From an optimization exercise on the open Yosys and OpenROAD flow, aimed at small area, a short achievable clock period and few clock cycles per item; shortcuts taken in it are not production practice.
The RTL was checked by simulation tests, not by an equivalence proof against the original design.

`config.mk`:
```
export PLATFORM = sky130hd
export DESIGN_NAME = vertex_sphere_projection
export DESIGN_NICKNAME = vertex_sphere_projection
export VERILOG_FILES = /design/flow/design.v
export SDC_FILE = /design/flow/constraint.sdc
export NUM_CORES = 4
export LEC_CHECK = 0
export CAP_MARGIN = 20
export CORE_MARGIN = 2
export CORE_UTILIZATION = 45
export SLEW_MARGIN = 20
```
`constraint.sdc`:
```
create_clock -name core_clock -period 10.0 [get_ports {i_clk}]
set_input_delay 2.0000 -clock core_clock [delete_from_list [all_inputs] [get_ports {i_clk}]]
set_output_delay 2.0000 -clock core_clock [all_outputs]
set_load 0.01 [all_outputs]
```
`design.v`:
```
package vsp_pkg;
    localparam int COORD_BITS_DEF = 24;
    localparam int RADIUS_BITS    = 24;
    localparam int PROJ_BITS      = 25;
    localparam int OUT_DATA_BITS  = ((3 * PROJ_BITS + 7) / 8) * 8;
    localparam logic [RADIUS_BITS-1:0] RADIUS_RESET = RADIUS_BITS'(65536);
    typedef enum logic [2:0] {
        S_IDLE,
        S_SQ_MUL,
        S_SQ_ACC,
        S_ROOT,
        S_SC_MUL,
        S_DIV_INIT,
        S_DIV,
        S_DONE
    } t_state;
endpackage
import vsp_pkg::*;
module vertex_sphere_projection #(
    parameter int COORD_BITS = vsp_pkg::COORD_BITS_DEF
) (
    input  logic                                   i_clk,
    input  logic                                   i_rst_n,
    input  logic                                   i_cfg_we,
    input  logic [vsp_pkg::RADIUS_BITS-1:0]        i_cfg_wdata,
    input  logic                                   i_s_tvalid,
    output logic                                   o_s_tready,
    input  logic [((3*COORD_BITS+7)/8)*8-1:0]      i_s_tdata,
    output logic                                   o_m_tvalid,
    input  logic                                   i_m_tready,
    output logic [vsp_pkg::OUT_DATA_BITS-1:0]      o_m_tdata,
    output logic [0:0]                             o_m_tuser
);
    localparam int N  = COORD_BITS;
    localparam int RB = RADIUS_BITS;
    localparam int MW = (N > RB) ? N : RB;
    localparam int PW = N + MW;
    localparam int SW = 2 * N;
    localparam int CW = $clog2(MW + 1);
    vsp_pkg::t_state r_state;
    vsp_pkg::t_state n_state;
    logic [RB-1:0]  r_radius;
    logic [N-1:0]   r_mag [3];
    logic [2:0]     r_neg;
    logic [1:0]     r_idx;
    logic [CW-1:0]  r_cnt;
    logic [PW-1:0]  r_prod;
    logic [SW-1:0]  r_sum;
    logic [N+1:0]   r_rem;
    logic [N-1:0]   r_root;
    logic [RB-1:0]  r_dlow;
    logic [RB-1:0]  r_quo;
    logic [RB-1:0]  r_q [3];
    logic           r_zero;
    logic                     r_out_valid;
    logic [OUT_DATA_BITS-1:0] r_out_data;
    logic                     r_out_zero;
    logic in_accept;
    logic out_free;
    logic out_load;
    logic [N-1:0]  mul_a;
    logic [MW-1:0] mul_b;
    logic [PW-1:0] mul_p;
    logic [N+1:0] cs_a;
    logic [N+1:0] cs_b;
    logic [N+1:0] cs_diff;
    logic         cs_ge;
    logic [SW-1:0] acc_sum;
    logic          last_axis;
    logic [OUT_DATA_BITS-1:0] proj_data;
    assign out_free  = !r_out_valid || i_m_tready;
    assign in_accept = i_s_tvalid && o_s_tready;
    assign last_axis = (r_idx == 2'd2);
    always_comb begin
        mul_a = r_mag[r_idx];
        if (r_state == S_SC_MUL) begin
            mul_b = MW'(r_radius);
        end else begin
            mul_b = MW'(r_mag[r_idx]);
        end
        mul_p = PW'(mul_a) * PW'(mul_b);
    end
    assign acc_sum = r_sum + r_prod[SW-1:0];
    always_comb begin
        if (r_state == S_DIV) begin
            cs_a = {1'b0, r_rem[N-1:0], r_dlow[RB-1]};
            cs_b = {2'b00, r_root};
        end else begin
            cs_a = {r_rem[N-1:0], r_sum[SW-1 -: 2]};
            cs_b = {r_root, 2'b01};
        end
        cs_ge   = (cs_a >= cs_b);
        cs_diff = cs_a - cs_b;
    end
    always_comb begin
        n_state = r_state;
        unique case (r_state)
            S_IDLE: begin
                if (i_s_tvalid) n_state = S_SQ_MUL;
            end
            S_SQ_MUL: n_state = S_SQ_ACC;
            S_SQ_ACC: begin
                if (!last_axis) begin
                    n_state = S_SQ_MUL;
                end else if (acc_sum == '0) begin
                    n_state = S_DONE;
                end else begin
                    n_state = S_ROOT;
                end
            end
            S_ROOT: begin
                if (r_cnt == CW'(N - 1)) n_state = S_SC_MUL;
            end
            S_SC_MUL:   n_state = S_DIV_INIT;
            S_DIV_INIT: n_state = S_DIV;
            S_DIV: begin
                if (r_cnt == CW'(RB - 1)) begin
                    n_state = last_axis ? S_DONE : S_SC_MUL;
                end
            end
            S_DONE: begin
                if (out_free) n_state = S_IDLE;
            end
            default: n_state = S_IDLE;
        endcase
    end
    always_comb begin
        o_s_tready = 1'b0;
        out_load   = 1'b0;
        unique case (r_state)
            S_IDLE:  o_s_tready = 1'b1;
            S_DONE:  out_load   = out_free;
            default: begin
                o_s_tready = 1'b0;
                out_load   = 1'b0;
            end
        endcase
    end
    always_comb begin
        logic [RB-1:0]        q;
        logic [PROJ_BITS-1:0] mag;
        proj_data = '0;
        for (int i = 0; i < 3; i++) begin
            q   = (r_q[i] > r_radius) ? r_radius : r_q[i];
            mag = r_zero ? '0 : {1'b0, q};
            proj_data[i*PROJ_BITS +: PROJ_BITS] = r_neg[i] ? (~mag + 1'b1) : mag;
        end
    end
    always_ff @(posedge i_clk) begin
        if (!i_rst_n) begin
            r_state  <= S_IDLE;
            r_radius <= RADIUS_RESET;
        end else begin
            r_state <= n_state;
            if (i_cfg_we) r_radius <= i_cfg_wdata;
        end
    end
    always_ff @(posedge i_clk) begin
        logic [N-1:0] f;
        if (!i_rst_n) begin
            r_idx <= '0;
            r_cnt <= '0;
        end else begin
            unique case (r_state)
                S_IDLE: begin
                    if (in_accept) begin
                        for (int i = 0; i < 3; i++) begin
                            f = i_s_tdata[i*N +: N];
                            r_neg[i] <= f[N-1];
                            r_mag[i] <= f[N-1] ? (~f + 1'b1) : f;
                        end
                        r_sum <= '0;
                        r_idx <= '0;
                    end
                end
                S_SQ_MUL: r_prod <= mul_p;
                S_SQ_ACC: begin
                    r_sum  <= acc_sum;
                    r_zero <= (acc_sum == '0);
                    r_rem  <= '0;
                    r_root <= '0;
                    r_cnt  <= '0;
                    r_idx  <= last_axis ? 2'd0 : r_idx + 2'd1;
                end
                S_ROOT: begin
                    r_rem  <= cs_ge ? cs_diff : cs_a;
                    r_root <= {r_root[N-2:0], cs_ge};
                    r_sum  <= {r_sum[SW-3:0], 2'b00};
                    r_cnt  <= r_cnt + 1'b1;
                end
                S_SC_MUL: r_prod <= mul_p;
                S_DIV_INIT: begin
                    r_rem  <= (N+2)'(r_prod[N+RB-1:RB]);
                    r_dlow <= r_prod[RB-1:0];
                    r_cnt  <= '0;
                end
                S_DIV: begin
                    r_rem  <= cs_ge ? cs_diff : cs_a;
                    r_dlow <= {r_dlow[RB-2:0], 1'b0};
                    r_quo  <= {r_quo[RB-2:0], cs_ge};
                    r_cnt  <= r_cnt + 1'b1;
                    if (r_cnt == CW'(RB - 1)) begin
                        r_q[r_idx] <= {r_quo[RB-2:0], cs_ge};
                        r_idx      <= r_idx + 2'd1;
                    end
                end
                S_DONE: ;
                default: ;
            endcase
        end
    end
    always_ff @(posedge i_clk) begin
        if (!i_rst_n) begin
            r_out_valid <= 1'b0;
        end else if (out_load) begin
            r_out_valid <= 1'b1;
        end else if (i_m_tready) begin
            r_out_valid <= 1'b0;
        end
    end
    always_ff @(posedge i_clk) begin
        if (out_load) begin
            r_out_data <= proj_data;
            r_out_zero <= r_zero;
        end
    end
    assign o_m_tvalid   = r_out_valid;
    assign o_m_tdata    = r_out_data;
    assign o_m_tuser[0] = r_out_zero;
endmodule
```
`run.sh`:
```
#!/bin/bash
# synth_recipe.tcl (not shown) runs the flow's synth.tcl, then flattens the netlist and writes it again
# the make line also repeats each setting of config.mk as NAME=value (left out here)
make -C /OpenROAD-flow-scripts/flow DESIGN_CONFIG=/design/flow/config.mk WORK_HOME=/design/flow/orfs CLKGATE_MAP_FILE= SYNTH_SCRIPT=/design/flow/synth_recipe.tcl finish
```
==> flow_summary.yaml <==
status:
  status: "complete, no violations"
logic_synthesis:
  synth_top_area_cell: "edfxtp_1"
  synth_top_area_frac: 0.272
  ys_seq_elements: 450
  syn_avg_cell_area_um2: 9.38
  ys_warn_count: 2
  synth-edff-count: 415
  async_flop_share: 0
  synthFlopType: "edfxtp_1"
  ys_types: 93
  seq_area_frac_synth: 0.287
  netlist_area_um2: 45800
  synthCells: 4889
  synth_area_leaders: "edfxtp_1 (27%), fa_1 (21%), ha_1 (9.0%), nand2_1 (5.5%), inv_1 (5.0%)"
timing:
  setup-violations-final: 0
  hold_viol_final: 0
  skew_ns: 0.0495
  fin_crit_ns: 9.34
  max_slew_margin: 0.222
  fin_setup_tns_ns: 0
  worstMarginPinSlew_ns: 1.16
  fmax_mhz: 107
  rsz0062_at_grt: "false"
  fin_crit_sh: 0.934
  slew_violations: 0
route:
  finalWirelength_um: 150000
  firstDrtPassIters: 8
  num_vias: 36539
  drc: 0
  viasPerCell: 5.68
  drt_iter0_markers: 3914
  ant_nets: 0
  wl_per_cell_um: 23.4
worst_setup_path:
  worstSetupPathType: "register to register"
  worstSetupStartpointType: "register"
  cp_max_fo: 24
  reg2reg_slack_ns: 0.66
  crit_path_end_kind: "register"
  cp.required_ns: 10.36
  slowest_stage: "a21boi_1"
  r2r_cells: 27
  r2r_end: "r_prod[41]"
  crit_path_frequent_cell: "fa_1"
  cpPeakStageDelay_ns: 0.92
  arrival_ns: 9.70
  reg2reg_from: "r_idx[0]"
clock_tree:
  htreeDepth: 2
  cts_buffer_depth: 3
  cts_buffers: 52
  cts_num_sinks: 450
  cts-root-buf: "clkbuf_16"
  clk-insertion-delay-late_ns: 0.64
  cts_tree: "done"
  post_cts_buffers: 0
  ctsHoldBuffers: 0
  path_clk_slew_ns: 0.06
  cts-resized-gates: 0
cells_and_area:
  syn_to_final_growth_pct: 11.9
  final_nets: 5937
  fillers: 9510
  final_layout_size_suffix_gt1_frac: 0.0568
  final_cells: 6436
placed_design:
  gp_congestion: 0.958
  place.port_buffers: 178
  numPlacedInstances: 6337
  place_hpwl_um: 117000
global_routing:
  grtUsageTotal: 0.290
  grt_overflow_total: 0
  grt_max_degree: 75
  grt_pass1_wl_um: 228000
  antenna_found_initial: 5
  grt_pass1_vias: 36414
floorplanning:
  rows: 117
  design.die.area_um2: 104000
  ios: 184
  dieHeight_um: 323
  die_x_um: 323
  core-area_um2: 101000
  initial_core_util: 0.452
worst_hold_path:
  min_from: "r_quo[22]"
  whs_path_depth: 0
  whs_endpoint: "r_q[2][23]"
  hp-class: "register to register"
flow_run:
  maxCapViolCount: 0
-- logic make-up (layout without fill, tap and decap cells) --
| logic type | count (synthesis) | count (layout) | synth area share |
|---|---|---|---|
| AO/OA/AOI/OAI | 888 | 888 | 0.127 |
| XOR/XNOR | 218 | 218 | 0.0417 |
| adder cells (fa/ha/maj) | 815 | 815 | 0.302 |
| buffers and inverters | 854 | 1027 | 0.0709 |
| flip-flops | 450 | 450 | 0.287 |
| multiplexers | 107 | 107 | 0.0237 |
| other | 1 | 7 | 0.0000818 |
| AND/OR/NAND/NOR | 1556 | 1556 | 0.148 |
-- critical path: cells and delay by family, from the launching register on --
kind | cells | cell delay (ns)
and+or+nand+nor | 3 | 0.51
adders and majority gates | 9 | 4.41
AOI/OAI and AO/OA | 10 | 3.18
DFF | 1 | 0.36
buffers and inverters | 4 | 0.46
xor gates and xnor gates | 1 | 0.15
-- cell usage in the layout, fill, tap and decap left out, types with 52 or more instances in the layout --
cell type        Yosys  layout
mux2i_1             97      97
o21ai_0            205     199
a21o_1             116     116
edfxtp_1           415     415
fa_1               484     484
nand2_1            673     673
nand3_1             53      52
clkbuf_16            0      52
a21oi_1            222     219
xnor2_1            171     171
ha_1               329     326
inv_1              616     615
nor2_1             510     503
buf_4                6     132
clkdlybuf4s50_1      0     177
-- flip-flops by register name, summed over array words and instances, names as in the netlist --
| name | count |
|---|---|
| r_dlow | 24 |
| r_out_valid | 1 |
| r_root | 24 |
| r_radius | 24 |
| r_mag | 72 |
| r_out_zero | 1 |
| r_q | 72 |
| r_sum | 48 |
| r_zero | 1 |
| r_rem | 24 |
| r_idx | 2 |
| r_neg | 3 |
| r_quo | 23 |
| r_out_data | 75 |
| r_state | 3 |
| r_prod | 48 |
| r_cnt | 5 |
-- how the worst max path moves through the flow --
stage          depth (start not counted)  startpoint  slack [ns]    endpoint
6_report                              27    r_idx[0]        0.66  r_prod[41]
5_1_grt                               30    r_idx[0]        0.26  r_prod[40]
4_1_cts                               30    r_idx[0]        0.52  r_prod[40]
3_5_place_dp                          30    r_idx[0]        0.52  r_prod[40]
3_3_place_gp                          30    r_idx[0]        0.62  r_prod[40]
2_1_floorplan                         32    r_idx[0]        1.23  r_prod[40]
-- synthesized netlist by cell type (17+ instances only) --
library cell and number:
a211oi_1 23, a21o_1 116, a21oi_1 222, a22o_1 31, a22oi_1 28, a31oi_1 23
and2_1 21, and3_1 49, buf_1 17, clkbuf_1 205, dfxtp_1 35, edfxtp_1 415
fa_1 484, ha_1 329, inv_1 616, mux2i_1 97, nand2_1 673, nand2b_1 32
nand3_1 53, nand4_1 34, nor2_1 510, nor2b_1 18, nor3_1 50, nor4_1 20
o211ai_1 17, o21a_1 21, o21ai_0 205, o31ai_1 28, or2_2 17, or3_1 25
xnor2_1 171, xor2_1 47
-- area by class of cell --
| class | instances | area (um^2) | area share |
|---|---|---|---|
| antenna | 2 | 5.00 | 0.0000976 |
| clock buffer | 67 | 1410 | 0.0274 |
| clock inverter | 30 | 332 | 0.00646 |
| inverter | 618 | 2320 | 0.0452 |
| multi-input combinational | 3589 | 29500 | 0.576 |
| sequential | 450 | 13200 | 0.257 |
| tap | 1368 | 1710 | 0.0334 |
| timing repair buffer | 312 | 2810 | 0.0547 |
-- metal layers --
metal	vias to the layer above	share of wire	track usage
li1	16717	-	-
met1	17871	0.44	0.419
met2	1657	0.43	0.438
met3	292	0.099	0.0619
met4	2	0.035	0.0874
met5	-	0.000093	0
-- stage by stage --
stage | hold slack, ns | setup slack (ns) | area [um^2] | utilization
floorplan | 0.424 | 1.23 | 45900 | -
global placement | 0.480 | 0.619 | 49500 | 0.488
global route | 0.527 | 0.259 | 51300 | 0.506
finish | 0.499 | 0.657 | 51300 | 0.506
CTS | 0.503 | 0.517 | 51300 | 0.505
detailed placement | 0.468 | 0.525 | 49500 | 0.488
Testbench counts, summed over its fixed seeds: cycles 225,288, items 2,048.

port drivers added, routing unchanged:
How much do the figures lean on ideal ports? The routed layout below was timed once more, with nothing changed but the port constraints.
Step 1: set_driving_cell puts a clkbuf_16 on i_clk and a buf_2 on each other input, an assumption about the parent block.
Step 2 moves the port delays by t, midway between the first and last clock arrival at a register: inputs arrive t later, outputs are due t later. That takes back most of the time a late clock gives input paths.
a / b / c = ideal / step 1 / step 2; a / b = the first two.
t (ns): 0.691
setup WS [ns]: 0.657 / 0.657 / 0.657
worst hold slack (ns): 0.499 / 0.499 / 0.499
worst setup path after step 2: register to register
clock arrival spread, ns: 0.050 / 0.050
After both steps setup and hold are still met in this run. For this run, drivers alone change the setup slack by 0.000 ns; drivers and shift together by 0.000 ns.
